Background: an optimization exercise with open tools, aiming at small area and a short achievable clock period. Do not read the settings as production practice. The RTL was checked by simulation tests, not by an equivalence proof against the original design. Power figures rest on the tool's default switching activity, not on a simulated workload.

## flow/config.mk

```make
export PLATFORM = sky130hd
export DESIGN_NAME = ex_stage
export DESIGN_NICKNAME = ex_stage
export VERILOG_FILES = /design/flow/design.v
export SDC_FILE = /design/flow/constraint.sdc
export NUM_CORES = 4
export LEC_CHECK = 0
export CAP_MARGIN = 20
export CORE_MARGIN = 2
export CORE_UTILIZATION = 40
export GPL_TIMING_DRIVEN = 0
export SETUP_SLACK_MARGIN = 1.5
export SLEW_MARGIN = 20
```

## flow/standard.sh

```bash
#!/bin/bash
# synth_recipe.tcl (not shown) runs the flow's synth.tcl, then flattens the netlist and writes it again
# the make line also repeats each setting of config.mk as NAME=value (left out here)
make -C /OpenROAD-flow-scripts/flow DESIGN_CONFIG=/design/flow/config.mk WORK_HOME=/design/flow/orfs CLKGATE_MAP_FILE= SYNTH_SCRIPT=/design/flow/synth_recipe.tcl "${@:-finish}"
```

## flow/flow/run.sh

```bash
#!/bin/bash
set -e
rm -rf scripts_mod
cp -r "$FLOW_HOME/scripts" scripts_mod
printf 'strash\ndch\nmap -a\ntopo\nstime -c\nbuffer -c\nupsize -c\ndnsize -c\n' > scripts_mod/abc_area.script
export BUFFER_PORTS_ARGS="-buffer_cell sky130_fd_sc_hd__buf_1"
bash standard.sh SCRIPTS_DIR="$PWD/scripts_mod" ABC_AREA=1 ABC_CLOCK_PERIOD_IN_PS=3000 ADDER_MAP_FILE= finish > standard.log 2>&1
```

## flow/constraint.sdc

```tcl
create_clock -name core_clock -period 5.0 [get_ports {clk}]
set_input_delay 1.0000 -clock core_clock [delete_from_list [all_inputs] [get_ports {clk}]]
set_output_delay 1.0000 -clock core_clock [all_outputs]
set_load 0.01 [all_outputs]
```

## flow/design.v

```verilog
package ex_pkg;
	localparam int XLEN = 32;
	typedef logic [XLEN-1:0] word_t;
	typedef logic [4:0]      reg_addr_t;
	typedef logic [11:0]     csr_addr_t;
	typedef logic [6:0]      opcode_t;
	typedef logic [2:0]      funct3_t;
	localparam opcode_t OPC_OP     = 7'b0110011;
	localparam opcode_t OPC_OP_IMM = 7'b0010011;
	localparam opcode_t OPC_LOAD   = 7'b0000011;
	localparam opcode_t OPC_STORE  = 7'b0100011;
	localparam opcode_t OPC_BRANCH = 7'b1100011;
	localparam opcode_t OPC_JAL    = 7'b1101111;
	localparam opcode_t OPC_JALR   = 7'b1100111;
	localparam opcode_t OPC_LUI    = 7'b0110111;
	localparam opcode_t OPC_AUIPC  = 7'b0010111;
	localparam opcode_t OPC_SYSTEM = 7'b1110011;
	localparam funct3_t F3_ADD  = 3'b000;
	localparam funct3_t F3_SLL  = 3'b001;
	localparam funct3_t F3_SLT  = 3'b010;
	localparam funct3_t F3_SLTU = 3'b011;
	localparam funct3_t F3_XOR  = 3'b100;
	localparam funct3_t F3_SR   = 3'b101;  
	localparam funct3_t F3_OR   = 3'b110;
	localparam funct3_t F3_AND  = 3'b111;
	localparam funct3_t F3_BEQ  = 3'b000;
	localparam funct3_t F3_BNE  = 3'b001;
	localparam funct3_t F3_BLT  = 3'b100;
	localparam funct3_t F3_BGE  = 3'b101;
	localparam funct3_t F3_BLTU = 3'b110;
	localparam funct3_t F3_BGEU = 3'b111;
	localparam funct3_t F3_LB  = 3'b000;
	localparam funct3_t F3_LH  = 3'b001;
	localparam funct3_t F3_LW  = 3'b010;
	localparam funct3_t F3_LBU = 3'b100;
	localparam funct3_t F3_LHU = 3'b101;
	localparam funct3_t F3_SB = 3'b000;
	localparam funct3_t F3_SH = 3'b001;
	localparam funct3_t F3_SW = 3'b010;
	localparam funct3_t F3_CSRRW  = 3'b001;
	localparam funct3_t F3_CSRRS  = 3'b010;
	localparam funct3_t F3_CSRRC  = 3'b011;
	localparam funct3_t F3_CSRRWI = 3'b101;
	localparam funct3_t F3_CSRRSI = 3'b110;
	localparam funct3_t F3_CSRRCI = 3'b111;
	typedef union packed {
		struct packed {
			logic [6:0] funct7;
			reg_addr_t  rs2;
			reg_addr_t  rs1;
			funct3_t    funct3;
			reg_addr_t  rd;
			opcode_t    opcode;
		} r_fmt;
		struct packed {
			logic [11:0] imm12;
			reg_addr_t   rs1;  
			funct3_t     funct3;
			reg_addr_t   rd;
			opcode_t     opcode;
		} i_fmt;
		struct packed {
			logic [6:0] imm_hi;
			reg_addr_t  rs2;
			reg_addr_t  rs1;
			funct3_t    funct3;
			logic [4:0] imm_lo;
			opcode_t    opcode;
		} s_fmt;
	} rv_inst_u;
	typedef struct packed {
		rv_inst_u  inst;
		word_t     inst_addr;
		word_t     op1;
		word_t     op2;
		word_t     op1_jump;
		word_t     op2_jump;
		word_t     reg1_data;
		word_t     reg2_data;
		logic      reg_wr_en;
		reg_addr_t reg_wr_addr;
		logic      csr_wr_en;
		csr_addr_t csr_wr_addr;
		word_t     csr_data;  
	} ex_in_t;
	typedef struct packed {
		logic  req;
		logic  wr_en;
		word_t rd_addr;
		word_t wr_addr;
		word_t wdata;
	} mem_req_t;
	typedef struct packed {
		logic      reg_wr_en;
		reg_addr_t reg_wr_addr;
		word_t     reg_data;
		logic      csr_wr_en;
		csr_addr_t csr_wr_addr;
		word_t     csr_data;
	} wb_t;
	typedef struct packed {
		logic  flag;
		word_t addr;
	} jump_t;
endpackage
module ex_add #(
	parameter int ARCH = 1
) (
	input  logic [31:0] a_i,
	input  logic [31:0] b_i,
	input  logic        ci_i,
	output logic [31:0] s_o,
	output logic [31:0] p_o,
	output logic        co_o
);
	logic [31:0] g0, p0;
	logic [31:0] gl [0:9];
	logic [31:0] pl [0:9];
	logic [31:0] gc;  
	assign p0 = a_i ^ b_i;
	assign g0 = (a_i & b_i) | {31'd0, p0[0] & ci_i};
	always_comb begin
		for (int l = 0; l < 10; l++) begin
			gl[l] = '0;
			pl[l] = '0;
		end
		gl[0] = g0;
		pl[0] = p0;
		gc    = '0;
		if (ARCH == 0) begin
			for (int l = 0; l < 5; l++) begin
				gl[l+1] = gl[l];
				pl[l+1] = pl[l];
				for (int i = 0; i < 32; i++) begin
					if (i >= (1 << l)) begin
						gl[l+1][i] = gl[l][i] | (pl[l][i] & gl[l][i-(1<<l)]);
						pl[l+1][i] = pl[l][i] & pl[l][i-(1<<l)];
					end
				end
			end
			gc = gl[5];
		end else if (ARCH == 1) begin
			for (int l = 0; l < 5; l++) begin
				gl[l+1] = gl[l];
				pl[l+1] = pl[l];
				for (int i = 0; i < 32; i++) begin
					if (((i >> l) & 1) == 1) begin
						gl[l+1][i] = gl[l][i] | (pl[l][i] & gl[l][((i >> l) << l) - 1]);
						pl[l+1][i] = pl[l][i] & pl[l][((i >> l) << l) - 1];
					end
				end
			end
			gc = gl[5];
		end else begin
			for (int l = 0; l < 5; l++) begin
				gl[l+1] = gl[l];
				pl[l+1] = pl[l];
				for (int i = 0; i < 32; i++) begin
					if (((i + 1) % (2 << l)) == 0) begin
						gl[l+1][i] = gl[l][i] | (pl[l][i] & gl[l][i-(1<<l)]);
						pl[l+1][i] = pl[l][i] & pl[l][i-(1<<l)];
					end
				end
			end
			for (int k = 0; k < 4; k++) begin
				int l;
				l = 3 - k;
				gl[k+6] = gl[k+5];
				pl[k+6] = pl[k+5];
				for (int i = 0; i < 32; i++) begin
					if (i >= (2 << l) && ((i + 1) % (2 << l)) == (1 << l)) begin
						gl[k+6][i] = gl[k+5][i] | (pl[k+5][i] & gl[k+5][i-(1<<l)]);
						pl[k+6][i] = pl[k+5][i] & pl[k+5][i-(1<<l)];
					end
				end
			end
			gc = gl[9];
		end
	end
	assign s_o  = p0 ^ {gc[30:0], ci_i};
	assign p_o  = p0;
	assign co_o = gc[31];
endmodule
module ex_stage (
	input  logic        clk,
	input  logic        arst_n_i,
	input  logic [306:0] ex_in_flat_i,  
	input  logic [31:0] mem_rdata_i,
	input  logic        irq_i,
	input  logic [31:0] irq_addr_i,
	output logic [97:0] mem_flat_o,    
	output logic [82:0] wb_flat_o,     
	output logic [32:0] jump_flat_o    
);
	logic [31:0] inst, op1, op2, opj1, opj2, rs1, rs2, csrd;
	logic        rwe, cwe;
	logic [4:0]  rwa;
	logic [11:0] cwa;
	assign inst = ex_in_flat_i[306:275];
	assign op1  = ex_in_flat_i[242:211];
	assign op2  = ex_in_flat_i[210:179];
	assign opj1 = ex_in_flat_i[178:147];
	assign opj2 = ex_in_flat_i[146:115];
	assign rs1  = ex_in_flat_i[114:83];
	assign rs2  = ex_in_flat_i[82:51];
	assign rwe  = ex_in_flat_i[50];
	assign rwa  = ex_in_flat_i[49:45];
	assign cwe  = ex_in_flat_i[44];
	assign cwa  = ex_in_flat_i[43:32];
	assign csrd = ex_in_flat_i[31:0];
	logic [6:0] opc;
	logic [2:0] f3;
	assign opc = inst[6:0];
	assign f3  = inst[14:12];
	logic is_op_any, is_link, is_lui, is_load, is_store, is_branch, is_jump, is_system;
	assign is_op_any = (opc == ex_pkg::OPC_OP) || (opc == ex_pkg::OPC_OP_IMM);
	assign is_link   = (opc == ex_pkg::OPC_JAL) || (opc == ex_pkg::OPC_JALR) || (opc == ex_pkg::OPC_AUIPC);
	assign is_lui    = opc == ex_pkg::OPC_LUI;
	assign is_load   = opc == ex_pkg::OPC_LOAD;
	assign is_store  = opc == ex_pkg::OPC_STORE;
	assign is_branch = opc == ex_pkg::OPC_BRANCH;
	assign is_jump   = (opc == ex_pkg::OPC_JAL) || (opc == ex_pkg::OPC_JALR);
	assign is_system = opc == ex_pkg::OPC_SYSTEM;
	logic ld_ok, st_ok, csr_ok;
	assign ld_ok  = !(f3 == 3'd3 || f3 == 3'd6 || f3 == 3'd7);
	assign st_ok  = !f3[2] && !(f3[1] && f3[0]);
	assign csr_ok = f3[1:0] != 2'd0;
	localparam int ARCH_ALU = 1;
	localparam int ARCH_AT  = 1;
	localparam bit JGATE    = 1'b1;
	logic [31:0] sum, diff, add_p, sub_p;
	logic        add_co, sub_co;
	logic        ltu, lt, eq;
	ex_add #(.ARCH(ARCH_ALU)) u_add (
		.a_i  (op1),
		.b_i  (op2),
		.ci_i (1'b0),
		.s_o  (sum),
		.p_o  (add_p),
		.co_o (add_co)
	);
	ex_add #(.ARCH(ARCH_ALU)) u_sub (
		.a_i  (op1),
		.b_i  (~op2),
		.ci_i (1'b1),
		.s_o  (diff),
		.p_o  (sub_p),
		.co_o (sub_co)
	);
	assign ltu = !sub_co;
	assign lt  = ltu ^ op1[31] ^ op2[31];
	assign eq  = &sub_p;  
	logic [4:0]  sh;
	logic [31:0] sh_in, sh_out, sh_rev;
	logic        fill;
	assign sh   = inst[5] ? rs2[4:0] : inst[24:20];
	assign fill = inst[14] && inst[30] && rs1[31];
	always_comb begin
		for (int i = 0; i < 32; i++) sh_in[i] = inst[14] ? rs1[i] : rs1[31-i];
	end
	assign sh_out = 32'($signed({fill, sh_in}) >>> sh);
	always_comb begin
		for (int i = 0; i < 32; i++) sh_rev[i] = sh_out[31-i];
	end
	logic [11:0] imm;
	logic [31:0] at_a, at_b, at_sum, at_p, addr, target;
	logic        at_co;
	assign imm  = {inst[31:25], inst[5] ? inst[11:7] : inst[24:20]};
	assign at_a = inst[6] ? opj1 : rs1;
	assign at_b = inst[6] ? opj2 : {{20{imm[11]}}, imm};
	ex_add #(.ARCH(ARCH_AT)) u_at_add (
		.a_i  (at_a),
		.b_i  (at_b),
		.ci_i (1'b0),
		.s_o  (at_sum),
		.p_o  (at_p),
		.co_o (at_co)
	);
	assign addr   = at_sum;
	assign target = at_sum;
	logic [1:0] ld_lo, st_lo;
	assign ld_lo = rs1[1:0] + inst[21:20];
	assign st_lo = rs1[1:0] + inst[8:7];
	logic [3:0]  ld_b;
	logic        ld_byte_op, ld_half_op, ld_word_op;
	logic [3:0]  ld_s;
	logic        ld_t1, ld_t3, ld_bsign, ld_hsign, ld_fill8, ld_fill16;
	logic [31:0] ld_data;
	always_comb begin
		for (int k = 0; k < 4; k++) ld_b[k] = ld_lo == 2'(k);
	end
	assign ld_byte_op = f3[1:0] == 2'b00;
	assign ld_half_op = f3[1:0] == 2'b01;
	assign ld_word_op = f3 == 3'b010;
	assign ld_s[0]   = ld_word_op || (ld_byte_op && ld_b[0]) || (ld_half_op && !ld_lo[1]);
	assign ld_s[1]   = ld_byte_op && ld_b[1];
	assign ld_s[2]   = (ld_byte_op && ld_b[2]) || (ld_half_op && ld_lo[1]);
	assign ld_s[3]   = ld_byte_op && ld_b[3];
	assign ld_t1     = ld_word_op || (ld_half_op && !ld_lo[1]);
	assign ld_t3     = ld_half_op && ld_lo[1];
	assign ld_bsign  = (ld_b[0] && mem_rdata_i[7]) || (ld_b[1] && mem_rdata_i[15]) ||
	                   (ld_b[2] && mem_rdata_i[23]) || (ld_b[3] && mem_rdata_i[31]);
	assign ld_hsign  = ld_lo[1] ? mem_rdata_i[31] : mem_rdata_i[15];
	assign ld_fill8  = !f3[2] && ld_byte_op && ld_bsign;
	assign ld_fill16 = !f3[2] && ((ld_byte_op && ld_bsign) || (ld_half_op && ld_hsign));
	assign ld_data[7:0]   = ({8{ld_s[0]}} & mem_rdata_i[7:0]) | ({8{ld_s[1]}} & mem_rdata_i[15:8]) |
	                        ({8{ld_s[2]}} & mem_rdata_i[23:16]) | ({8{ld_s[3]}} & mem_rdata_i[31:24]);
	assign ld_data[15:8]  = ({8{ld_t1}} & mem_rdata_i[15:8]) | ({8{ld_t3}} & mem_rdata_i[31:24]) |
	                        {8{ld_fill8}};
	assign ld_data[31:16] = ({16{ld_word_op}} & mem_rdata_i[31:16]) | {16{ld_fill16}};
	logic       st_sb, st_sh, st_sw;
	logic [3:0] st_b;
	logic [3:0] st_own, st_b0, st_mem;
	logic       st_h3;
	logic [31:0] st_data;
	always_comb begin
		for (int k = 0; k < 4; k++) st_b[k] = st_lo == 2'(k);
	end
	assign st_sb = is_store && f3 == 3'd0;
	assign st_sh = is_store && f3 == 3'd1;
	assign st_sw = is_store && f3 == 3'd2;
	assign st_own[0] = st_sw || (st_sb && st_b[0]) || (st_sh && !st_lo[1]);
	assign st_own[1] = st_sw || (st_sh && !st_lo[1]);
	assign st_own[2] = st_sw;
	assign st_own[3] = st_sw;
	assign st_b0[0]  = 1'b0;
	assign st_b0[1]  = st_sb && st_b[1];
	assign st_b0[2]  = (st_sb && st_b[2]) || (st_sh && st_lo[1]);
	assign st_b0[3]  = st_sb && st_b[3];
	assign st_h3     = st_sh && st_lo[1];
	always_comb begin
		for (int k = 0; k < 4; k++) st_mem[k] = (st_sb && !st_b[k]) || (st_sh && (st_lo[1] != k[1]));
	end
	always_comb begin
		for (int k = 0; k < 4; k++) begin
			st_data[8*k +: 8] = ({8{st_own[k]}} & rs2[8*k +: 8]) | ({8{st_b0[k]}} & rs2[7:0]) |
			                    ({8{st_mem[k]}} & mem_rdata_i[8*k +: 8]);
		end
		st_data[31:24] = st_data[31:24] | ({8{st_h3}} & rs2[15:8]);
	end
	logic [31:0] csr_src, csr_w;
	assign csr_src = f3[2] ? {27'd0, inst[19:15]} : rs1;
	always_comb begin
		case (f3[1:0])
			2'd1:    csr_w = csr_src;
			2'd2:    csr_w = csrd | csr_src;
			2'd3:    csr_w = csrd & ~csr_src;
			default: csr_w = '0;
		endcase
	end
	logic        sel_add, sel_sub, sel_sll, sel_sr, sel_slt, sel_sltu;
	logic        sel_xor, sel_or, sel_and, sel_lui, sel_load, sel_csr;
	assign sel_add  = is_link || (is_op_any && f3 == 3'd0 && !(inst[5] && inst[30]));
	assign sel_sub  = is_op_any && f3 == 3'd0 && inst[5] && inst[30];
	assign sel_sll  = is_op_any && f3 == 3'd1;
	assign sel_slt  = is_op_any && f3 == 3'd2;
	assign sel_sltu = is_op_any && f3 == 3'd3;
	assign sel_xor  = is_op_any && f3 == 3'd4;
	assign sel_sr   = is_op_any && f3 == 3'd5;
	assign sel_or   = is_op_any && f3 == 3'd6;
	assign sel_and  = is_op_any && f3 == 3'd7;
	assign sel_lui  = is_lui;
	assign sel_load = is_load;
	assign sel_csr  = is_system && csr_ok;
	logic [31:0] reg_early, reg_data;
	assign reg_early = ({32{sel_xor}}  & (op1 ^ op2)) |
	                   ({32{sel_or}}   & (op1 | op2)) |
	                   ({32{sel_and}}  & (op1 & op2)) |
	                   ({32{sel_lui}}  & op1) |
	                   ({32{sel_load}} & ld_data) |
	                   ({32{sel_csr}}  & csrd);
	assign reg_data  = reg_early |
	                   ({32{sel_add}} & sum) |
	                   ({32{sel_sub}} & diff) |
	                   ({32{sel_sll}} & sh_rev) |
	                   ({32{sel_sr}}  & sh_out) |
	                   {31'd0, (sel_slt && lt) || (sel_sltu && ltu)};
	logic taken;
	always_comb begin
		case (f3)
			3'd0:    taken = eq;
			3'd1:    taken = !eq;
			3'd4:    taken = lt;
			3'd5:    taken = !lt;
			3'd6:    taken = ltu;
			3'd7:    taken = !ltu;
			default: taken = 1'b0;
		endcase
	end
	logic        jflag;
	logic [31:0] jaddr;
	assign jflag = irq_i || is_jump || (is_branch && taken);
	assign jaddr = irq_i ? irq_addr_i : ((JGATE || jflag) ? target : '0);
	logic req0, wen0;
	assign req0 = (is_load && ld_ok) || (is_store && st_ok);
	assign wen0 = is_store && st_ok;
	logic        q_req, q_wen, q_req0, q_wen0, q_sys, q_st, q_nst;
	logic [31:0] q_a, q_b;
	logic        q_rwe, q_cwe;
	logic [4:0]  q_rwa;
	logic [11:0] q_cwa;
	logic        q_jflag;
	logic [31:0] q_jaddr;
	always_ff @(posedge clk or negedge arst_n_i) begin
		if (!arst_n_i) begin
			q_req   <= 1'b0;
			q_wen   <= 1'b0;
			q_wen0  <= 1'b0;
			q_sys   <= 1'b0;
			q_st    <= 1'b0;
			q_req0  <= 1'b0;
			q_nst   <= 1'b0;
			q_a     <= '0;
			q_b     <= '0;
			q_rwe   <= 1'b0;
			q_rwa   <= '0;
			q_cwe   <= 1'b0;
			q_cwa   <= '0;
			q_jflag <= 1'b0;
			q_jaddr <= '0;
		end else begin
			q_req   <= req0 && !irq_i;
			q_wen   <= wen0 && !irq_i;
			q_wen0  <= wen0;
			q_sys   <= is_system;
			q_st    <= is_store;
			q_req0  <= req0;
			q_nst   <= !is_store;
			q_a     <= ({32{req0}} & addr) | ({32{is_system}} & csr_w);
			q_b     <= st_data | reg_data;
			q_rwe   <= rwe && !irq_i;
			q_rwa   <= rwa;
			q_cwe   <= cwe && !irq_i;
			q_cwa   <= cwa;
			q_jflag <= jflag;
			q_jaddr <= jaddr;
		end
	end
	assign mem_flat_o  = {q_req, q_wen, q_a & {32{q_req0}}, q_a & {32{q_wen0}}, q_b & {32{q_st}}};
	assign wb_flat_o   = {q_rwe, q_rwa, q_b & {32{q_nst}}, q_cwe, q_cwa, q_a & {32{q_sys}}};
	assign jump_flat_o = {q_jflag, JGATE ? (q_jaddr & {32{q_jflag}}) : q_jaddr};
endmodule
```

==> notes.md, run 1 <==
- Hold Crit Class: input port to async pin
- Synth Area in Simple Gates: 31.48%
- Slew @ Worst Pin: 1.063 ns
- Nets: 3719
- Pwr/cell area: 205.3 nW/um^2
- DP Cell Count: between 3000 and 4000
- Async SR Flop Fraction: 100.0%
- WHS: roughly 0.50 ns
- Root Driver: clkbuf_16
- Peak VDD IR: 185.1 uV
- Final Critical Period: 3.572 ns
- Tcrit/Tclk final: a little over 70%
- Status: timing/DRC/antenna clean
- Comb pwr share: between 40% and 50%
- Largest net degree at the start of global routing: 34
- Setup TNS: 0 ns
- Final WL: ~96000 um
- Post-synth top area share: around a fifth
- Leakage power: 9.090 nW
- Routing usage on met1: between 60% and 70%
- GPL Wtd Cong: roughly 1.1
- Synthesized area: 15120 sq um
- TritonCTS buffer count: 17
- Avg Cell Area, Syn: roughly 5.6 sq um
- Max frequency: around 280 MHz
- CTS max path bufs: 2
- Unrepaired setup endpoints after global routing: yes
- First-pass GRT wire length: approximately 130000 um
- Synth cell types: 63
- Die area: 39360 sq um
- TritonCTS clock tree: built
- Internal power: about 2.4 mW
- Row count: 71
- Synth warnings: 4
- Drc violations: 0
- Synth area leader: dfrtp_1
- Clock transition at the registers of the reported paths: around 0.07 ns
- Grt met2 use: roughly two thirds
- Relative slew slack: 28.89%
- Complex-gate fraction of the synthesized area: approximately 29%
- Crit path DAT: 3.87 ns
- P_sw: roughly 1.8 mW
- Final WS setup: approximately 1.4 ns
- Slowest cell on crit path: a211oi_2
- Fin. Hold Viols: 0
- GRT Overall Usage: between 40% and 50%
- Fin cells: slightly below 4000
- Register area share after synthesis: about a fifth
- Number of synthesized flops with an enable pin: 0
- DRT iter0 DRCs: 3266
- Grt total ovfl: 0
- I/O pin cnt: 588
- Area Growth Syn to Fin: 34.86%
- Largest family of logic cells by synthesized area: simple AND/OR/NAND/NOR gates
- Die Y: 198.4 um
- Worst Setup Path Type: input port to register
- H-tree depth: 4
- Largest cells by area after synthesis: dfrtp_1 (20%), nor2_1 (15%), inv_1 (12%)
- Commonest cells after routing, fill and taps aside: nor2_1 (543), buf_1 (543), inv_1 (455), nand2_1 (397), o21ai_0 (212)
- CP peak stage delay: 0.38 ns
- IO Port Bufs: between 500 and 600
- CTS sink count: 123
- Synthesized flop and latch total: between 100 and 150
- Worst Setup Start Kind: input port
- Core area: ~37000 sq um
- CP startpoint: ex_in_flat_i[281]
- Reg area: between 3000 and 4000 sq um
- Grt met3 use: 12.99%
- Die X: roughly 200 um
- # setup viols final: 0
- Avg Vias per Cell: approximately 6
- Worst slack, placed: -0.5009 ns
- Vias: 23060
- Critical Path Fanout Max: 10
- Max Cap Viol: 0
- Number of global-route vias before repair: between 20000 and 25000
- Clock share of power: a little under a third
- CTS Hold Buffers Added: 0
- Final ANT Viol Nets: 0
- Worst path required time: around 5.3 ns
- Crit path capture: q_b[30]$_DFF_PN0_
- Seq pwr share: 25.7%
- Fillers: between 4000 and 5000
- Primary FF master, synth: dfrtp_1
- Detailed Place HPWL: between 70000 and 80000 um
- Crit-path cells: buf_2 > buf_8 > buf_6 > buf_6 > nor2_1 > inv_2 > nor2_2 > inv_2 > nor2_1 > inv_2 > nor2_1 > clkbuf_4 > nand2_1 > o2111ai_2 > a221oi_2 > o211ai_1 > a211oi_2 > nand3_1
- Synth Area in Adders: less than 1%
- Post-Synth XOR/XNOR Area: approximately 2.8%
- Syn Inst Count: 2717
- Initial antenna violation count: 12
- Initial core utilization: just over 40%
- Switching power share of the total: a little over two fifths
- GRT busiest layer: met2
- Area of the multi-input gates: 10860 sq um
- Average routed wire per standard cell: 24.71 um
- Multiplexer area fraction after synthesis: less than 1%
- Layout cell share with drive strength beyond 1: approximately 13%
- First drt pass iteration count: 8
- CP endpoint kind: register
- Fin. max-slew vios: 0
- Post-Syn Nets: approximately 3000
synthesized netlist by cell type (7+ instances only):
cell type	instances
a2111oi_0	10
a211oi_1	18
a21oi_1	188
a221oi_1	35
a22oi_1	20
a31oi_1	16
buf_1	10
buf_2	13
buf_4	7
clkbuf_1	84
dfrtp_1	123
inv_1	473
inv_2	27
nand2_1	408
nand3_1	42
nand4_1	10
nor2_1	591
nor2_2	7
nor3_1	88
o2111ai_1	17
o211ai_1	24
o21ai_0	250
o21ai_1	67
o221ai_1	15
o22ai_1	37
or2_2	9
xnor2_1	8
xor2_1	41
through the flow:
step	utilization, %	instance area (sq um)	power, mW
final	54.50	20380	4.186
after global routing	54.46	20370	4.338
after CTS	51.32	19190	3.949
after detailed placement	48.00	17950	2.591
after global placement	47.68	17830	2.573
after floorplan	-	15120	1.986
kinds of logic after synthesis:
group / Yosys count
muxes: 6
AOI/OAI and AO/OA: 738
adders and majority gates: 1
buffers and inverters: 621
DFF: 123
xor gates and xnor gates: 49
and+or+nand+nor: 1179
critical path, delay by kind of cell:
family	cells	cell delay [ns]
buffers and inverters	8	1.19
AO/OA/AOI/OAI	4	1.03
AND/OR/NAND/NOR	6	0.63
worst min-delay path by stage:
stage	start	to	slack [ns]	depth (start not counted)
floorplan	arst_n_i	q_a[0]$_DFF_PN0_	0.70	0
global placement	ex_in_flat_i[33]	q_cwa[1]$_DFF_PN0_	1.10	1
detailed placement	arst_n_i	q_jaddr[15]$_DFF_PN0_	0.99	1
CTS	arst_n_i	q_a[15]$_DFF_PN0_	0.50	1
global route	arst_n_i	q_a[19]$_DFF_PN0_	0.53	1
finish	arst_n_i	q_a[15]$_DFF_PN0_	0.50	1
sequential cells by signal, summed over array words and instances (netlist names):
| signal | count |
|---|---|
| q_cwa | 12 |
| q_nst | 1 |
| q_wen0 | 1 |
| q_st | 1 |
| q_req | 1 |
| q_req0 | 1 |
| q_wen | 1 |
| q_jaddr | 32 |
| q_sys | 1 |
| q_rwe | 1 |
| q_rwa | 5 |
| q_cwe | 1 |
| q_jflag | 1 |
| q_a | 32 |
| q_b | 32 |
power groups by stage:
stage	clock, mW	sequential [mW]	combinational [mW]
2_1_floorplan	0	1.09	0.896
3_3_place_gp	0	1.09	1.48
3_5_place_dp	0	1.09	1.50
4_1_cts	1.32	1.07	1.55
5_1_grt	1.36	1.08	1.90
6_report	1.32	1.07	1.79
final cells by class:
class                   count  share of cell area, %
multi-input cells        1973                  53.27
flip-flops and latches    123                  15.10
repair buffers            609                  12.65
inverters                 505                  9.508
plain buffers             116                  3.315
well taps                 511                  3.137
clock buffers              19                  2.222
clock inverters            13                 0.6936
diodes                      9                 0.1105
per-layer routing:
metal | vias up | wire length, um
met5 | - | 43
met4 | 6 | 5555
met3 | 332 | 12930
met2 | 1836 | 40340
met1 | 10760 | 36950
li1 | 10130 | -
repair_timing:
item | 4_1_cts | 5_1_grt
setup buffers | 6 | 44
resized for setup | 170 | 261
pin swaps | 10 | 60
endpoints found under the setup margin | 69 | 68
==> run 2: changes to the inputs <==
--- a/flow/config.mk
+++ b/flow/config.mk
@@ -7,7 +7,6 @@
 export LEC_CHECK = 0
 export CAP_MARGIN = 20
 export CORE_MARGIN = 2
-export CORE_UTILIZATION = 40
-export GPL_TIMING_DRIVEN = 0
+export CORE_UTILIZATION = 55
 export SETUP_SLACK_MARGIN = 1.5
 export SLEW_MARGIN = 20
==> run 2 against run 1 <==
Still clean on timing, DRC and antenna. Via count shrank 0.59%. Global-route usage increased by 8.9 points. Flip-flop and latch count unchanged. Cell count decreased by 5.7%. Design area shrank 5.2%. Combinational power down 8%. Utilization is 17 points higher. Non-clock buffer count is 51 lower. Fmax grew 0.11%. Routed wire length is 12% lower. Total power is 3.0% lower. Sequential share of layout area increased by 0.83 points. Largest cell class unchanged. Highest routed layer unchanged.
==> notes.md, run 2 <==
- Avg Vias per Cell: 6.271
- Fin. Hold Viols: 0
- Layout cell share with drive strength beyond 1: approximately a tenth
- Max frequency: between 200 and 300 MHz
- First drt pass iteration count: 11
- Final ANT Viol Nets: 0
- Post-synth top area share: between 20% and 30%
- Avg Cell Area, Syn: approximately 5.6 sq um
- Synthesized area: ~15000 sq um
- Area Growth Syn to Fin: 27.81%
- Final WL: 84600 um
- Core area: 26950 sq um
- Synth Area in Adders: less than 1%
- Sum of routed wire segments on met1: between 20000 and 30000 um
- Commonest cells after routing, fill and taps aside: nor2_1 (564), buf_1 (542), inv_1 (463), nand2_1 (404), o21ai_0 (235)
- DRT iter0 DRCs: 4375
- Wire length on met2: between 30000 and 40000 um
- I/O pin cnt: roughly 600
- Largest net degree at the start of global routing: between 40 and 50
- Synth cell types: 63
- Worst path required time: about 5.3 ns
- Synth Area in Simple Gates: around a third
- Worst Setup Start Kind: input port
- Average routed wire per standard cell: around 23 um
- Most common cell after layout, fill and taps aside: nor2_1
- Final Critical Period: 3.568 ns
- Final WS setup: roughly 1.4 ns
- DR top layer: met5
- Async SR Flop Fraction: 100.0%
- Die Y: approximately 170 um
- IO Port Bufs: around 560
- Hold Crit Class: input port to async pin
- Grt total ovfl: 0
- Die X: 169.8 um
- Critical Path Fanout Max: 26
- Worst slack, placed: a little under 0.6 ns
- Regs by FF count: q_a: 32 flops, q_b: 32 flops, q_jaddr: 32 flops
- Fin. max-slew vios: 0
- Detailed Place HPWL: 66380 um
- Primary FF master, synth: dfrtp_1
- Synthesized flop and latch total: 123
- Worst Setup Path Type: input port to register
- Peak VDD IR: ~190 uV
- Post-Synth XOR/XNOR Area: 2.839%
- TritonCTS buffer count: 17
- Largest cells by area after synthesis: dfrtp_1 (20%), nor2_1 (15%), inv_1 (12%)
- DP Cell Count: approximately 3600
- Nets: around 3700
- Register area share after synthesis: 20.36%
- CP endpoint kind: register
- Setup TNS: 0 ns
- WL met3: around 15000 um
- Leakage power: between 8 and 9 nW
- Post-Syn Nets: around 3000
- Syn Inst Count: 2717
- Vias: 22930
- Complex-gate fraction of the synthesized area: roughly 29%
- Relative slew slack: approximately a quarter
- CTS sink count: between 100 and 150
- Number of synthesized flops with an enable pin: 0
- Slew @ Worst Pin: 1.126 ns
- TritonCTS clock tree: built
- Largest family of logic cells by synthesized area: simple AND/OR/NAND/NOR gates
- GRT Overall Usage: 55.07%
- Initial core utilization: ~56%
- H-tree depth: 4
- Most common cell in the netlist: nor2_1
- Pwr/cell area: ~210 nW/um^2
- Crit path DAT: a little under 4 ns
- Synth warnings: 4
- Clock transition at the registers of the reported paths: about 0.070 ns
- Number of global-route vias before repair: slightly above 20000
- Status: timing/DRC/antenna clean
- First-pass GRT wire length: roughly 120000 um
- Unrepaired setup endpoints after global routing: yes
- GPL Wtd Cong: roughly 1.2
- CTS max path bufs: 2
- Fin cells: around 3700
- CTS Hold Buffers Added: 0
- Die area: slightly below 30000 sq um
- Drc violations: 0
- Root Driver: clkbuf_16
- Multiplexer area fraction after synthesis: less than 1%
- Max Cap Viol: 0
- Post-synth top cells: nor2_1 (591), inv_1 (473), nand2_1 (408)
- Tcrit/Tclk final: between 70% and 80%
- Initial antenna violation count: 12
- Synth area leader: dfrtp_1
- # setup viols final: 0
- Row count: 60
run 2: cell counts after synthesis:
No cell type changed its count.
run 2: final cells by class:
cell class	count	area, sq um
Sequential cell	123	3078
Clock buffer	17	425.4
Clock inverter	15	156.4
Fill cell	2363	7631
Multi-Input combinational cell	1973	10140
Tap cell	341	426.7
Inverter	505	1933
Antenna cell	8	20.02
Timing Repair Buffer	674	3142
run 2: where the power goes:
| group | internal, mW | leakage [nW] | switching, mW | total (mW) |
|---|---|---|---|---|
| registers | 1.05 | 1.60 | 0.0199 | 1.07 |
| logic | 0.507 | 6.99 | 1.14 | 1.64 |
| clock network | 0.708 | 0.283 | 0.634 | 1.34 |
| total | 2.27 | 8.88 | 1.79 | 4.06 |
run 2: worst max-delay path: stages:
cell and delay [ns]:
buf_12 0.12, buf_4 0.16, a21oi_4 0.16, buf_6 0.24, nor2_1 0.07, a21oi_1 0.12, inv_1 0.06, o21ai_0 0.24
nand2_1 0.10, o21ai_0 0.15, nor2_1 0.08, o21ai_0 0.24, o21ai_0 0.25, a221oi_2 0.65, o211ai_1 0.19
run 2: worst paths after layout:
path                              startpoint            endpoint  slack [ns]
max in group asynchronous           arst_n_i    q_b[1]$_DFF_PN0_        3.29
min in group core_clock     ex_in_flat_i[40]  q_cwa[8]$_DFF_PN0_        0.65
worst max-delay path       ex_in_flat_i[280]   q_b[25]$_DFF_PN0_        1.43
worst min-delay path                arst_n_i  q_cwa[4]$_DFF_PN0_        0.58
run 2: cells by family (layout without fill, tap and decap cells):
| family | count (synthesis) | in the layout |
|---|---|---|
| compound gates | 738 | 738 |
| xor+xnor | 49 | 49 |
| fa+ha+maj | 1 | 1 |
| buf+inv | 621 | 1211 |
| flops | 123 | 123 |
| mux | 6 | 6 |
| other cells | 0 | 8 |
| simple gates | 1179 | 1179 |
run 2: per-stage QoR:
stage	cell area, sq um	utilization (%)	power (mW)	hold slack [ns]
3_5_place_dp	17820	66.13	2.514	1.057
4_1_cts	18540	68.77	3.838	0.6018
3_3_place_gp	17820	66.13	2.485	1.051
2_1_floorplan	15120	-	1.986	0.7044
5_1_grt	19320	71.69	4.188	0.6310
6_report	19320	71.69	4.061	0.5782
run 2: metal layers:
| layer | up-vias | GRT usage [%] |
|---|---|---|
| met5 | - | 3.652 |
| met4 | 10 | 41.43 |
| met3 | 619 | 25.19 |
| met2 | 2179 | 76.66 |
| met1 | 10100 | 65.63 |
| li1 | 10020 | - |
run 2: timing repair:
item | CTS | global route
cloned | 0 | 0
pin swaps | 5 | 40
endpoints found under the setup margin | 66 | 63
setup buffers | 5 | 29
endpoints found under the hold margin | 0 | 0
resized for setup | 31 | 142
==> run 3: changes to the inputs <==
--- a/flow/config.mk
+++ b/flow/config.mk
@@ -7,6 +7,7 @@
 export LEC_CHECK = 0
 export CAP_MARGIN = 20
 export CORE_MARGIN = 2
-export CORE_UTILIZATION = 55
+export CORE_UTILIZATION = 40
+export CTS_CLUSTER_SIZE = 40
 export SETUP_SLACK_MARGIN = 1.5
 export SLEW_MARGIN = 20
==> run 3 against run 2 <==
Die area grew 37%. Clock power shrank 3%. Worst hold slack lost 0.027 ns. Cell count grew 4.8%. Largest cell class unchanged. Still clean on timing, DRC and antenna. Critical path depth grew 1. Fmax grew 1.8%. Total power grew 0.43%. Highest routed layer is now met4. Clock-buffer cell count grew 1.
==> notes.md, run 3 <==
- TritonCTS clock tree: built
- Clock transition at the registers of the reported paths: 0.06 ns
- Synthesized area: between 15000 and 20000 sq um
- Register area share after synthesis: roughly a fifth
- Relative slew slack: approximately 28%
- Final ANT Viol Nets: 0
- Worst Setup Start Kind: input port
- Critical Path Fanout Max: 5
- Final Critical Period: 3.506 ns
- CP endpoint kind: register
- DRT iter0 DRCs: about 3000
- Max frequency: around 290 MHz
- First drt pass iteration count: 12
- Number of global-route vias before repair: slightly below 20000
- Post-synth top area share: around a fifth
- CTS Hold Buffers Added: 0
- # setup viols final: 0
- Total Power: slightly above 4 mW
- Pwr/cell area: 206.2 nW/um^2
- Area Growth Syn to Fin: 30.83%
- Async SR Flop Fraction: 100.0%
- Primary FF master, synth: dfrtp_1
- H-tree depth: 4
- Row count: 71
- Worst Setup Path Type: input port to register
- I/O pin cnt: just under 600
- TritonCTS buffer count: 17
- Commonest cells after routing, fill and taps aside: nor2_1 (549), buf_1 (538), inv_1 (453), nand2_1 (401), o21ai_0 (234)
- Leakage power: 8.936 nW
- Worst path required time: around 5.3 ns
- Crit path DAT: between 3 and 4 ns
- Detailed Place HPWL: ~74000 um
- Synth area leader: dfrtp_1
- Post-synth top cells: nor2_1 (591), inv_1 (473), nand2_1 (408)
- Fin. Hold Viols: 0
- Fillers: a little under 4000
- Die area: slightly below 40000 sq um
- Grt total ovfl: 0
- Die Y: 198.4 um
- Root Driver: clkbuf_16
- Nets: 3674
- Number of synthesized flops with an enable pin: 0
- Regs by FF count: q_a: 32 flops, q_b: 32 flops, q_jaddr: 32 flops
- Synthesized flop and latch total: between 100 and 150
- Average routed wire per standard cell: approximately 24 um
- GRT Overall Usage: a little over two fifths
- Setup TNS: 0 ns
- Tcrit/Tclk final: between 70% and 80%
- IO Port Bufs: about 560
- Fin. max-slew vios: 0
- Avg Vias per Cell: between 5 and 6
- Die X: roughly 200 um
- Slew @ Worst Pin: approximately 1.1 ns
- Drc violations: 0
- Layout cell share with drive strength beyond 1: 11.11%
- Syn Inst Count: around 2700
- Post-Syn Nets: between 3000 and 4000
- Final WL: slightly above 90000 um
- Largest cells by area after synthesis: dfrtp_1 (20%), nor2_1 (15%), inv_1 (12%)
- Vias: roughly 22000
- CTS max path bufs: 2
- Avg Cell Area, Syn: around 5.6 sq um
- Core area: 37400 sq um
- GPL Wtd Cong: 1.107
- Status: timing/DRC/antenna clean
- Most common cell in the netlist: nor2_1
- Peak VDD IR: 265.0 uV
- CTS sink count: about 120
- Largest net degree at the start of global routing: slightly above 70
- Unrepaired setup endpoints after global routing: yes
- Synth cell types: 63
- Max Cap Viol: 0
- Initial antenna violation count: 5
- Hold Crit Class: input port to async pin
- First-pass GRT wire length: 124900 um
- Initial core utilization: about two fifths
- Synth warnings: 4
- Most common cell after layout, fill and taps aside: nor2_1
[run 3: cell counts after synthesis]
No cell type changed its count.
[run 3: layout make-up]
class / instances / area [sq um] / share of cell area [%]
clock buffer: 18 / 439.2 / 2.221
sequential: 123 / 3078 / 15.56
tap: 511 / 639.4 / 3.233
inverter: 505 / 1939 / 9.807
multi-input combinational: 1974 / 10320 / 52.17
timing repair buffer: 679 / 3212 / 16.24
clock inverter: 14 / 135.1 / 0.6833
antenna: 6 / 15.01 / 0.07593
[run 3: stage by stage]
| stage | util [%] | worst slack [ns] | std cells | hold WS, ns | cell area (sq um) |
|---|---|---|---|---|---|
| floorplan | - | 1.736 | 2717 | 0.7044 | 15120 |
| global placement | 48.02 | 0.6042 | 3743 | 1.039 | 17960 |
| CTS | 49.92 | 1.465 | 3775 | 0.5568 | 18670 |
| finish | 52.88 | 1.494 | 3830 | 0.5517 | 19780 |
| detailed placement | 48.02 | 0.5264 | 3743 | 1.039 | 17960 |
| global route | 52.86 | 1.351 | 3828 | 0.5860 | 19770 |
[run 3: worst paths after layout]
kind,from,to,slack [ns],cells past startpoint
worst max-delay path,ex_in_flat_i[228],q_jflag$_DFF_PN0_,1.49,16
worst min-delay path,arst_n_i,q_jaddr[16]$_DFF_PN0_,0.55,1
max in group asynchronous,arst_n_i,q_b[3]$_DFF_PN0_,3.31,2
min in group core_clock,ex_in_flat_i[47],q_rwa[2]$_DFF_PN0_,0.63,1
[run 3: report_power, final]
part | internal, mW | leakage (nW) | switching (mW) | total [mW]
logic | 0.520 | 7.05 | 1.19 | 1.71
clock network | 0.707 | 0.282 | 0.590 | 1.30
registers | 1.06 | 1.60 | 0.0192 | 1.07
[run 3: metal layers]
| metal | GRT usage (%) | routed length (um) |
|---|---|---|
| met3 | 9.207 | 10420 |
| met4 | 26.01 | 6267 |
| met5 | 0 | 0 |
| met2 | 65.07 | 38130 |
| met1 | 58.25 | 36030 |
[run 3: critical path: stages]
cell	delay (ns)
clkbuf_2	0.11
inv_1	0.08
nor2_2	0.06
nor2_2	0.15
inv_2	0.08
a21oi_2	0.14
inv_2	0.06
a221oi_4	0.33
nor2_1	0.11
nor3_2	0.32
nor2_1	0.10
a211oi_2	0.33
o21ai_4	0.14
a221oi_2	0.28
o2111ai_2	0.15
a211o_1	0.38
[run 3: what timing repair did]
item,in CTS,in global routing
gates resized for setup,45,189
gates cloned,0,3
setup endpoints to repair,68,58
buffers inserted,0,44
pin swaps,1,51
[run 3: kinds of logic (layout without fill, tap and decap cells)]
logic type | after synthesis | count (layout) | share of synthesized area, %
flops | 123 | 123 | 20.36
compound gates | 738 | 738 | 29.05
xor+xnor | 49 | 49 | 2.839
simple gates | 1179 | 1180 | 31.48
fa+ha+maj | 1 | 1 | 0.07449
other cells | 0 | 6 | 0
mux | 6 | 6 | 0.3973
buf+inv | 621 | 1216 | 15.80
==> run 4: changes to the inputs <==
--- a/flow/config.mk
+++ b/flow/config.mk
@@ -8,6 +8,5 @@
 export CAP_MARGIN = 20
 export CORE_MARGIN = 2
 export CORE_UTILIZATION = 40
-export CTS_CLUSTER_SIZE = 40
-export SETUP_SLACK_MARGIN = 1.5
+export SETUP_SLACK_MARGIN = 1.7
 export SLEW_MARGIN = 20
==> run 4 against run 3 <==
Clock power about the same. Largest cell class unchanged. Critical path depth grew 8. Global-route usage grew 0.61 points. Via count rose by 2.0%. Combinational power is 9.9% higher. Worst hold slack got worse by 0.011 ns. Sequential power is essentially flat. Cell count rose by 1.4%. Die area unchanged. Clock-buffer cell count unchanged. Still clean. Flip-flop and latch count unchanged. Setup slack lost 0.037 ns.
==> notes.md, run 4 <==
- Status: timing/DRC/antenna clean
- Layout cell share with drive strength beyond 1: 16.15%
- Drc violations: 0
- Avg Cell Area, Syn: between 5 and 6 sq um
- CTS max path bufs: 2
- Die X: 198.4 um
- WHS: 0.5411 ns
- Most common cell after layout, fill and taps aside: buf_1
- Fillers: between 3000 and 4000
- CP endpoint kind: register
- Die area: 39360 sq um
- Slew @ Worst Pin: 1.114 ns
- Post-synth top cells: nor2_1 (591), inv_1 (473), nand2_1 (408)
- Most common cell in the netlist: nor2_1
- Grt met3 use: 10.21%
- Fin. max-slew vios: 0
- I/O pin cnt: about 590
- GPL Wtd Cong: 1.107
- Peak VDD IR: around 270 uV
- Fin. Hold Viols: 0
- Internal power: 2.370 mW
- Largest net degree at the start of global routing: between 70 and 80
- Leakage power: 9.388 nW
- IO Port Bufs: roughly 560
- Avg Vias per Cell: 5.839
- Switching power share of the total: about 44%
- Synth warnings: 4
- Average routed wire per standard cell: around 24 um
- Number of global-route vias before repair: between 20000 and 25000
- CP peak stage delay: about 0.26 ns
- Area Growth Syn to Fin: 39.03%
- Total Power: 4.261 mW
- P_sw: around 1.9 mW
- Unrepaired setup endpoints after global routing: yes
- Relative slew slack: between 20% and 30%
- Grt met2 use: between 60% and 70%
- Sum of buffers and inverters on the critical path: 9
- Tcrit/Tclk final: 70.87%
- Setup TNS: 0 ns
- Pwr/cell area: around 200 nW/um^2
- Hold Crit Class: input port to async pin
- GRT Overall Usage: around 44%
- Reg area: just over 3000 sq um
- CTS Hold Buffers Added: 0
- Clock share of power: roughly 31%
- Max Cap Viol: 0
- Regs by FF count: q_a: 32 flops, q_b: 32 flops, q_jaddr: 32 flops
- Primary FF master, synth: dfrtp_1
- Register area share after synthesis: between 20% and 30%
- Grt total ovfl: 0
- Synth area leader: dfrtp_1
- Die Y: between 150 and 200 um
- Vias: between 20000 and 25000
- DRT iter0 DRCs: slightly above 3000
- H-tree depth: 4
- GRT busiest layer: met2
- First drt pass iteration count: 9
- Initial antenna violation count: 5
- # setup viols final: 0
- Routing usage on met1: just under 60%
- Worst path required time: around 5.4 ns
- Post-synth top area share: about 20%
- Seq pwr share: 25.2%
- CTS sink count: 123
- Comb pwr share: between 40 and 50%
- First-pass GRT wire length: approximately 130000 um
- Final WS setup: 1.457 ns
- Syn Inst Count: 2717
- Final WL: 93690 um
- Synthesized flop and latch total: roughly 120
- Largest cells by area after synthesis: dfrtp_1 (20%), nor2_1 (15%), inv_1 (12%)
- Commonest cells after routing, fill and taps aside: buf_1 (533), nor2_1 (530), inv_1 (437), nand2_1 (386), o21ai_0 (208)
- Worst slack, placed: approximately 0.53 ns
- Initial core utilization: 40.42%
- Async SR Flop Fraction: between 90% and 100%
- Row count: 71
- TritonCTS clock tree: built
- Max frequency: approximately 280 MHz
- Synthesized area: about 15000 sq um
- Gate family responsible for the most delay along the worst path: compound AO/OA/AOI/OAI gates
- Crit path DAT: around 3.9 ns
- Number of synthesized flops with an enable pin: 0
- Core area: 37400 sq um
- TritonCTS buffer count: 17
- Synth cell types: 63
- Worst Setup Path Type: input port to register
- Crit-path cells: clkbuf_16 > clkinv_16 > buf_12 > buf_12 > buf_8 > nand2_4 > o21ai_2 > inv_2 > nand2_2 > inv_2 > nor2_1 > nor2_1 > nor2_1 > nor2_2 > nand2_2 > a31oi_4 > inv_2 > o21ai_4 > a21oi_4 > a21oi_2 > a21oi_4 > xor2_1 > buf_4 > o21ai_1
- Final Critical Period: ~3.5 ns
- Final ANT Viol Nets: 0
- Worst Setup Start Kind: input port
- Area of the multi-input gates: between 10000 and 15000 sq um
- Clock transition at the registers of the reported paths: 0.06 ns
- Nets: between 3000 and 4000
- Root Driver: clkbuf_16
- Slowest cell on crit path: o21ai_4
- Critical Path Fanout Max: 8
- Post-Syn Nets: around 3100
- Detailed Place HPWL: between 70000 and 80000 um
==> run 4: cell counts after synthesis <==
No cell type changed its count.
==> run 4: repair_timing <==
| action | in CTS | in global routing |
|---|---|---|
| setup endpoints to repair | 74 | 80 |
| cloned | 3 | 3 |
| gates resized for setup | 154 | 294 |
| hold endpoints to repair | 0 | 0 |
| pin swaps | 16 | 101 |
| setup buffers | 21 | 75 |
==> run 4: path summary, 6_finish.rpt <==
kind / start / to / cells after the start
min in group core_clock: ex_in_flat_i[47] / q_rwa[2]$_DFF_PN0_ / 1
max in group asynchronous: arst_n_i / q_b[3]$_DFF_PN0_ / 2
worst min-delay path: arst_n_i / q_jaddr[15]$_DFF_PN0_ / 1
worst max-delay path: ex_in_flat_i[281] / q_jaddr[29]$_DFF_PN0_ / 24
==> run 4: routing by layer <==
metal	share of wire, %	routed length, um
met2	42	39600
met4	7.0	6536
met1	39	36560
met5	0.014	13
met3	12	10980
==> run 4: cell families after synthesis <==
family / synth area share [%]
xor+xnor: 2.839
simple gates: 31.48
mux: 0.3973
buf+inv: 15.80
compound gates: 29.05
fa+ha+maj: 0.07449
flops: 20.36
==> run 4: power by group through the flow <==
stage,Combinational (mW),Clock (mW),Sequential (mW)
2_1_floorplan,0.896,0,1.09
3_3_place_gp,1.47,0,1.09
3_5_place_dp,1.48,0,1.09
4_1_cts,1.59,1.30,1.07
5_1_grt,2.01,1.34,1.08
6_report,1.88,1.30,1.07
==> run 4: stage by stage <==
stage	cells	area [sq um]	utilization, %
4_1_cts	3799	19310	51.63
6_report	3884	21020	56.19
5_1_grt	3881	21010	56.17
2_1_floorplan	2717	15120	-
3_3_place_gp	3743	17960	48.02
3_5_place_dp	3743	17960	48.02
==> run 4: layout make-up <==
| type | count | area share [%] |
|---|---|---|
| antenna | 5 | 0.05954 |
| clock buffer | 18 | 2.090 |
| clock inverter | 14 | 0.6430 |
| inverter | 505 | 9.449 |
| multi-input combinational | 1974 | 52.17 |
| sequential | 123 | 14.65 |
| tap | 511 | 3.042 |
| timing repair buffer | 733 | 17.87 |
| timing repair inverter | 1 | 0.02382 |
==> run 5: changes to the inputs <==
--- a/flow/config.mk
+++ b/flow/config.mk
@@ -8,5 +8,5 @@
 export CAP_MARGIN = 20
 export CORE_MARGIN = 2
 export CORE_UTILIZATION = 40
-export SETUP_SLACK_MARGIN = 1.7
+export SETUP_SLACK_MARGIN = 1.5
 export SLEW_MARGIN = 20
==> run 5 against run 4 <==
Still clean. Area after synthesis is the same. Utilization decreased by 3.3 points. Critical path depth decreased by 8. Flip-flop and latch count is the same. Fmax up 1.1%. First-iteration DRC count shrank 5.3%. Critical endpoint is now q_jflag$_DFF_PN0_. Largest cell class unchanged.
==> notes.md, run 5 <==
- Primary FF master, synth: dfrtp_1
- Area Growth Syn to Fin: 30.83%
- Detailed Place HPWL: 73930 um
- Row count: 71
- Worst slack, placed: between 0.5 and 0.6 ns
- Setup TNS: 0 ns
- Leakage power: around 8.9 nW
- Synth cell types: 63
- Synthesized area: between 15000 and 20000 sq um
- Total Power: between 4 and 5 mW
- Drc violations: 0
- DRT iter0 DRCs: just under 3000
- Async SR Flop Fraction: between 90% and 100%
- First-pass GRT wire length: roughly 120000 um
- Pwr/cell area: 206.2 nW/um^2
- Crit path DAT: ~3.8 ns
- Initial antenna violation count: 5
- IO Port Bufs: 555
- Die area: between 30000 and 40000 sq um
- Nets: 3674
- Final WS setup: about 1.5 ns
- Slew @ Worst Pin: approximately 1.1 ns
- CTS max path bufs: 2
- # setup viols final: 0
- Fin. Hold Viols: 0
- Synthesized flop and latch total: roughly 120
- Worst Setup Start Kind: input port
- Post-synth top area share: roughly a fifth
- Avg Vias per Cell: roughly 5.8
- Clock transition at the registers of the reported paths: ~0.06 ns
- Initial core utilization: 40.42%
- CTS sink count: about 120
- Final core occ: between 50% and 60%
- First drt pass iteration count: 12
- Hold Crit Class: input port to async pin
- Fillers: just under 4000
- Syn Inst Count: ~2700
- Peak VDD IR: between 200 and 300 uV
- Final WL: 90850 um
- Register area share after synthesis: 20.36%
- I/O pin cnt: approximately 590
- Layout cell share with drive strength beyond 1: between 10% and 20%
- Slowest cell on crit path: a211o_1
- Synth warnings: 4
- TritonCTS clock tree: built
- Crit-path cells: clkbuf_2 > inv_1 > nor2_2 > nor2_2 > inv_2 > a21oi_2 > inv_2 > a221oi_4 > nor2_1 > nor3_2 > nor2_1 > a211oi_2 > o21ai_4 > a221oi_2 > o2111ai_2 > a211o_1
- Most common cell after layout, fill and taps aside: nor2_1
- Largest cells by area after synthesis: dfrtp_1 (20%), nor2_1 (15%), inv_1 (12%)
- DP Cell Count: approximately 3700
- GPL Wtd Cong: approximately 1.1
- Synth area leader: dfrtp_1
- Fin cells: approximately 3800
- Core area: 37400 sq um
- Number of synthesized flops with an enable pin: 0
- Fin. max-slew vios: 0
- Root Driver: clkbuf_16
- Post-synth top cells: nor2_1 (591), inv_1 (473), nand2_1 (408)
- Max frequency: 285.2 MHz
- Relative slew slack: 27.87%
- Number of global-route vias before repair: 19580
- Critical Path Fanout Max: 5
- Status: timing/DRC/antenna clean
- Most common cell in the netlist: nor2_1
- Regs by FF count: q_a: 32 flops, q_b: 32 flops, q_jaddr: 32 flops
- GRT Overall Usage: between 40% and 50%
- Max Cap Viol: 0
- Final Critical Period: 3.506 ns
- Avg Cell Area, Syn: about 5.6 sq um
- Final ANT Viol Nets: 0
- Die Y: about 200 um
- Grt total ovfl: 0
- CP endpoint kind: register
- Final Instance Area: between 15000 and 20000 sq um
- Vias: around 22000
- TritonCTS buffer count: 17
- Largest net degree at the start of global routing: 72
- Average routed wire per standard cell: around 24 um
- CP peak stage delay: 0.38 ns
- WHS: 0.5517 ns
- H-tree depth: 4
- Unrepaired setup endpoints after global routing: yes
- Sum of buffers and inverters on the critical path: 4
- CTS Hold Buffers Added: 0
- Worst Setup Path Type: input port to register
- Commonest cells after routing, fill and taps aside: nor2_1 (549), buf_1 (538), inv_1 (453), nand2_1 (401), o21ai_0 (234)
- Worst path required time: roughly 5.3 ns
- Tcrit/Tclk final: 70.13%
- Gate family responsible for the most delay along the worst path: compound AO/OA/AOI/OAI gates
- Post-Syn Nets: ~3000
- DP Area: ~18000 sq um
- Die X: roughly 200 um
## run 5: cell type report
| type | count | area, sq um | area share (%) |
|---|---|---|---|
| multi-input combinational | 1974 | 10320 | 52.17 |
| timing repair buffer | 679 | 3212 | 16.24 |
| sequential | 123 | 3078 | 15.56 |
| inverter | 505 | 1939 | 9.807 |
| tap | 511 | 639.4 | 3.233 |
| clock buffer | 18 | 439.2 | 2.221 |
| clock inverter | 14 | 135.1 | 0.6833 |
| antenna | 6 | 15.01 | 0.07593 |
## run 5: logic make-up after synthesis
group	after synthesis	synth area share, %
AOI/OAI and AO/OA	738	29.05
xor gates and xnor gates	49	2.839
adders and majority gates	1	0.07449
buffers and inverters	621	15.80
DFF	123	20.36
muxes	6	0.3973
and+or+nand+nor	1179	31.48
## run 5: power breakdown
| part | switching (mW) | total, mW | leakage (nW) | internal (mW) |
|---|---|---|---|---|
| clock | 0.590 | 1.30 | 0.282 | 0.707 |
| combinational | 1.19 | 1.71 | 7.05 | 0.520 |
| sequential | 0.0192 | 1.07 | 1.60 | 1.06 |
## run 5: timing repair
action / CTS / global route
pin swaps: 1 / 51
gates resized for setup: 45 / 189
endpoints found under the setup margin: 68 / 58
setup buffers: 0 / 44
gates cloned: 0 / 3
## run 5: routing by layer
metal	global-route usage, %	share of wire [%]	vias up
met4	26.01	6.9	0
met1	58.25	40	10290
met3	9.207	11	325
li1	-	-	10040
met2	65.07	42	1588
met5	0	0	-
## run 5: worst max path at each step
stage | cells after the start | slack, ns | start | endpoint
2_1_floorplan | 15 | 1.74 | ex_in_flat_i[220] | q_jflag$_DFF_PN0_
3_3_place_gp | 19 | 0.60 | ex_in_flat_i[281] | q_a[29]$_DFF_PN0_
3_5_place_dp | 19 | 0.53 | ex_in_flat_i[281] | q_a[29]$_DFF_PN0_
4_1_cts | 16 | 1.46 | ex_in_flat_i[289] | q_b[19]$_DFF_PN0_
5_1_grt | 18 | 1.35 | ex_in_flat_i[196] | q_jflag$_DFF_PN0_
6_report | 16 | 1.49 | ex_in_flat_i[228] | q_jflag$_DFF_PN0_
==> run 6: changes to the inputs <==
==> flow/flow/run.sh (replaced) <==
#!/bin/bash
set -e
rm -rf scripts_mod
cp -r "$FLOW_HOME/scripts" scripts_mod
printf 'strash\ndch\nmap -a\ntopo\nstime -c\nbuffer -c\nupsize -c\ndnsize -c\n' > scripts_mod/abc_area.script
export BUFFER_PORTS_ARGS="-buffer_cell sky130_fd_sc_hd__buf_1"
bash standard.sh SCRIPTS_DIR="$PWD/scripts_mod" ABC_AREA=1 ABC_CLOCK_PERIOD_IN_PS=3000 ADDER_MAP_FILE= RECOVER_POWER=100 finish > standard.log 2>&1
==> run 6 against run 5 <==
Now fails the layout checks on max-capacitance violations, max-slew violations. Combinational power barely moved. Largest power group unchanged. First-iteration DRC count grew 3.7%. Non-clock buffer count unchanged. Area after synthesis unchanged. Die area did not move. Design area fell by 1.4%. Clock power about the same. Global-route usage unchanged. Flip-flop and latch count is the same. Setup slack got worse by 0.58 ns.
==> notes.md, run 6 <==
- Final ANT Viol Nets: 0
- Die X: roughly 200 um
- Final WS setup: ~0.91 ns
- Worst Setup Path Type: input port to register
- Fin. max-slew vios: between 100 and 150
- Slew @ Worst Pin: between 2 and 2.5 ns
- Vias: 22240
- CP endpoint kind: register
- Max Cap Viol: 3
- Drc violations: 0
- Crit path DAT: around 4.4 ns
- Avg Vias per Cell: between 5 and 6
- Synthesized area: ~15000 sq um
- Worst slack, placed: roughly 0.53 ns
- TritonCTS clock tree: built
- Clock transition at the registers of the reported paths: roughly 0.070 ns
- Fin. Hold Viols: 0
- Root Driver: clkbuf_16
- Final core occ: approximately 52%
- CTS Hold Buffers Added: 0
- Setup TNS: 0 ns
- Leakage power: 8.813 nW
- Layout cell share with drive strength beyond 1: under 10%
- Regs by FF count: q_a: 32 flops, q_b: 32 flops, q_jaddr: 32 flops
- Clock share of power: roughly 32%
- Unrepaired setup endpoints after global routing: yes
- Hold depth: 1
- Final Critical Period: just over 4 ns
- Detailed Place HPWL: approximately 74000 um
- Relative slew slack: -42.89%
- Post-synth top area share: roughly 20%
- Commonest cells after routing, fill and taps aside: nor2_1 (553), buf_1 (535), inv_1 (456), nand2_1 (404), o21ai_0 (257)
- Worst path required time: between 5 and 6 ns
- Average routed wire per standard cell: ~24 um
- Pwr/cell area: a little over 200 nW/um^2
- Critical Path Fanout Max: 8
- DP Area: ~18000 sq um
- TritonCTS buffer count: 17
- Internal power: around 2.3 mW
- H-tree depth: 4
- GPL Wtd Cong: 1.107
- Tcrit/Tclk final: between 80% and 90%
- Initial core utilization: about two fifths
- Avg Cell Area, Syn: between 5 and 6 sq um
- Die Y: approximately 200 um
- Max frequency: roughly 240 MHz
- Syn Inst Count: roughly 2700
- Switching power share of the total: 44.06%
- GRT Overall Usage: between 40% and 50%
- Final WL: ~90000 um
- Post-Syn Nets: about 3000
- Initial antenna violation count: 5
- Largest net degree at the start of global routing: 72
- First drt pass iteration count: 6
- Die area: 39360 sq um
- Core area: between 30000 and 40000 sq um
- Synth cell types: 63
- Synth area leader: dfrtp_1
- Most common cell in the netlist: nor2_1
- Grt total ovfl: 0
- First-pass GRT wire length: 124900 um
- Worst Setup Start Kind: input port
- Number of synthesized flops with an enable pin: 0
- Seq pwr share: a little over a quarter
- Primary FF master, synth: dfrtp_1
- Post-synth top cells: nor2_1 (591), inv_1 (473), nand2_1 (408)
- IO Port Bufs: ~560
- Row count: between 70 and 80
- Area Growth Syn to Fin: 28.97%
- Register area share after synthesis: about 20%
- Final Instance Area: slightly below 20000 sq um
- Comb pwr share: between 40% and 50%
- SO Viols: max-capacitance violations, max-slew violations
- Total Power: between 4 and 5 mW
- Worst hold path endpoint: q_rwa[2]$_DFF_PN0_
- Number of global-route vias before repair: 19580
- Critical hold path startpoint: ex_in_flat_i[47]
- CTS sink count: 123
- Async SR Flop Fraction: 100.0%
- Status: complete, but fails checks
- Most common cell after layout, fill and taps aside: nor2_1
- Nets: ~3700
- Synth warnings: 4
- # setup viols final: 0
- Peak VDD IR: between 200 and 300 uV
- CTS max path bufs: 2
- I/O pin cnt: 588
- P_sw: 1.785 mW
- Hold Crit Class: input port to register
- Synthesized flop and latch total: approximately 120
- DRT iter0 DRCs: approximately 3000
- Largest cells by area after synthesis: dfrtp_1 (20%), nor2_1 (15%), inv_1 (12%)
==> run 6: changes by cell type in the layout (fill, tap and decap cells not counted), sizes merged <==
cell,previous run,this run
clkinv,16,18
inv,498,496
buf,666,638
clkbuf,31,59
diode,6,7
==> run 6: timing repair <==
item,4_1_cts,5_1_grt
buffers inserted,0,44
cloned,0,3
setup endpoints to repair,68,58
pin swaps,1,51
resized for setup,45,189
==> run 6: power groups by stage <==
stage | clock network, mW | logic [mW] | registers, mW
finish | 1.30 | 1.68 | 1.07
global route | 1.34 | 1.80 | 1.08
detailed placement | 0 | 1.48 | 1.09
global placement | 0 | 1.47 | 1.09
CTS | 1.30 | 1.50 | 1.07
floorplan | 0 | 0.896 | 1.09
==> run 6: per-layer routing <==
metal,GRT usage (%),routed length (um),vias up
li1,-,-,10020
met1,58.25,35830,10300
met2,65.07,38360,1596
met3,9.207,10670,316
met4,26.01,6098,0
met5,0,0,-
==> run 6: how the worst max path moves through the flow <==
stage / from / endpoint / slack (ns) / depth (start not counted)
finish: ex_in_flat_i[278] / q_b[24]$_DFF_PN0_ / 0.91 / 17
global route: ex_in_flat_i[296] / q_a[24]$_DFF_PN0_ / 0.72 / 20
detailed placement: ex_in_flat_i[281] / q_a[29]$_DFF_PN0_ / 0.53 / 19
CTS: ex_in_flat_i[289] / q_b[19]$_DFF_PN0_ / 1.46 / 16
global placement: ex_in_flat_i[281] / q_a[29]$_DFF_PN0_ / 0.60 / 19
floorplan: ex_in_flat_i[220] / q_jflag$_DFF_PN0_ / 1.74 / 15
==> run 6: critical path, stage by stage <==
cell,delay [ns]
buf_1,0.22
nor3_1,0.14
inv_1,0.16
nor2_1,0.07
clkinv_1,0.06
nor2_1,0.07
inv_1,0.15
nor2_1,0.10
inv_1,0.22
nor2_1,0.11
inv_1,0.17
o21ai_0,0.17
a21oi_1,0.66
o2111ai_1,0.20
a211oi_1,0.50
buf_4,0.23
o311ai_0,0.16
==> run 6: layout make-up <==
cell class	instances	area, sq um
fillers	4007	17900
multi-input cells	1974	10150
repair buffers	679	3099
flip-flops and latches	123	3078
inverters	505	1939
well taps	511	639.4
clock buffers	18	439.2
clock inverters	14	135.1
diodes	7	17.52
==> run 6: logic make-up after synthesis <==
| kind of cell | Yosys count | share of synthesized area (%) |
|---|---|---|
| fa+ha+maj | 1 | 0.07449 |
| buf+inv | 621 | 15.80 |
| simple gates | 1179 | 31.48 |
| xor+xnor | 49 | 2.839 |
| flops | 123 | 20.36 |
| compound gates | 738 | 29.05 |
| mux | 6 | 0.3973 |
==> run 6: per-stage QoR <==
stage,hold slack [ns],cells
global placement,1.039,3743
detailed placement,1.039,3743
floorplan,0.7044,2717
global route,0.6336,3828
CTS,0.5568,3775
finish,0.6311,3831

==> port drivers added, routing unchanged <==
No port has a modelled driver above. Below, the same layouts with a new extraction and two added sets of constraints.
Step 1 (the two cells are an assumption about what drives the block):
set clk [get_ports {clk}]
set_driving_cell -lib_cell sky130_fd_sc_hd__clkbuf_16 $clk
set_driving_cell -lib_cell sky130_fd_sc_hd__buf_2 [delete_from_list [all_inputs] $clk]
Step 2, shift: input delay + t, output delay - t, t = (earliest + latest rising clock arrival at the registers) / 2. This alone moves slack from input paths to output paths.
a / b / c = no drivers / after step 1 / after step 2; a / b = the first two.
| run | t (ns) | slack for setup (ns) | cell pins on the clock port's net |
|---|---|---|---|
| run 1 | 0.514 | 1.428 / 1.433 / 0.919 | 1 |
| run 2 | 0.494 | 1.432 / 1.419 / 0.924 | 1 |
| run 3 | 0.516 | 1.494 / 1.494 / 0.978 | 1 |
| run 4 | 0.516 | 1.457 / 1.449 / 0.933 | 1 |
| run 5 | 0.516 | 1.494 / 1.494 / 0.978 | 1 |
| run 6 | 0.516 | 0.913 / 0.873 / 0.357 | 1 |
For run 6, which loses most, drivers alone change the setup slack by -0.040 ns; drivers and shift together by -0.556 ns.
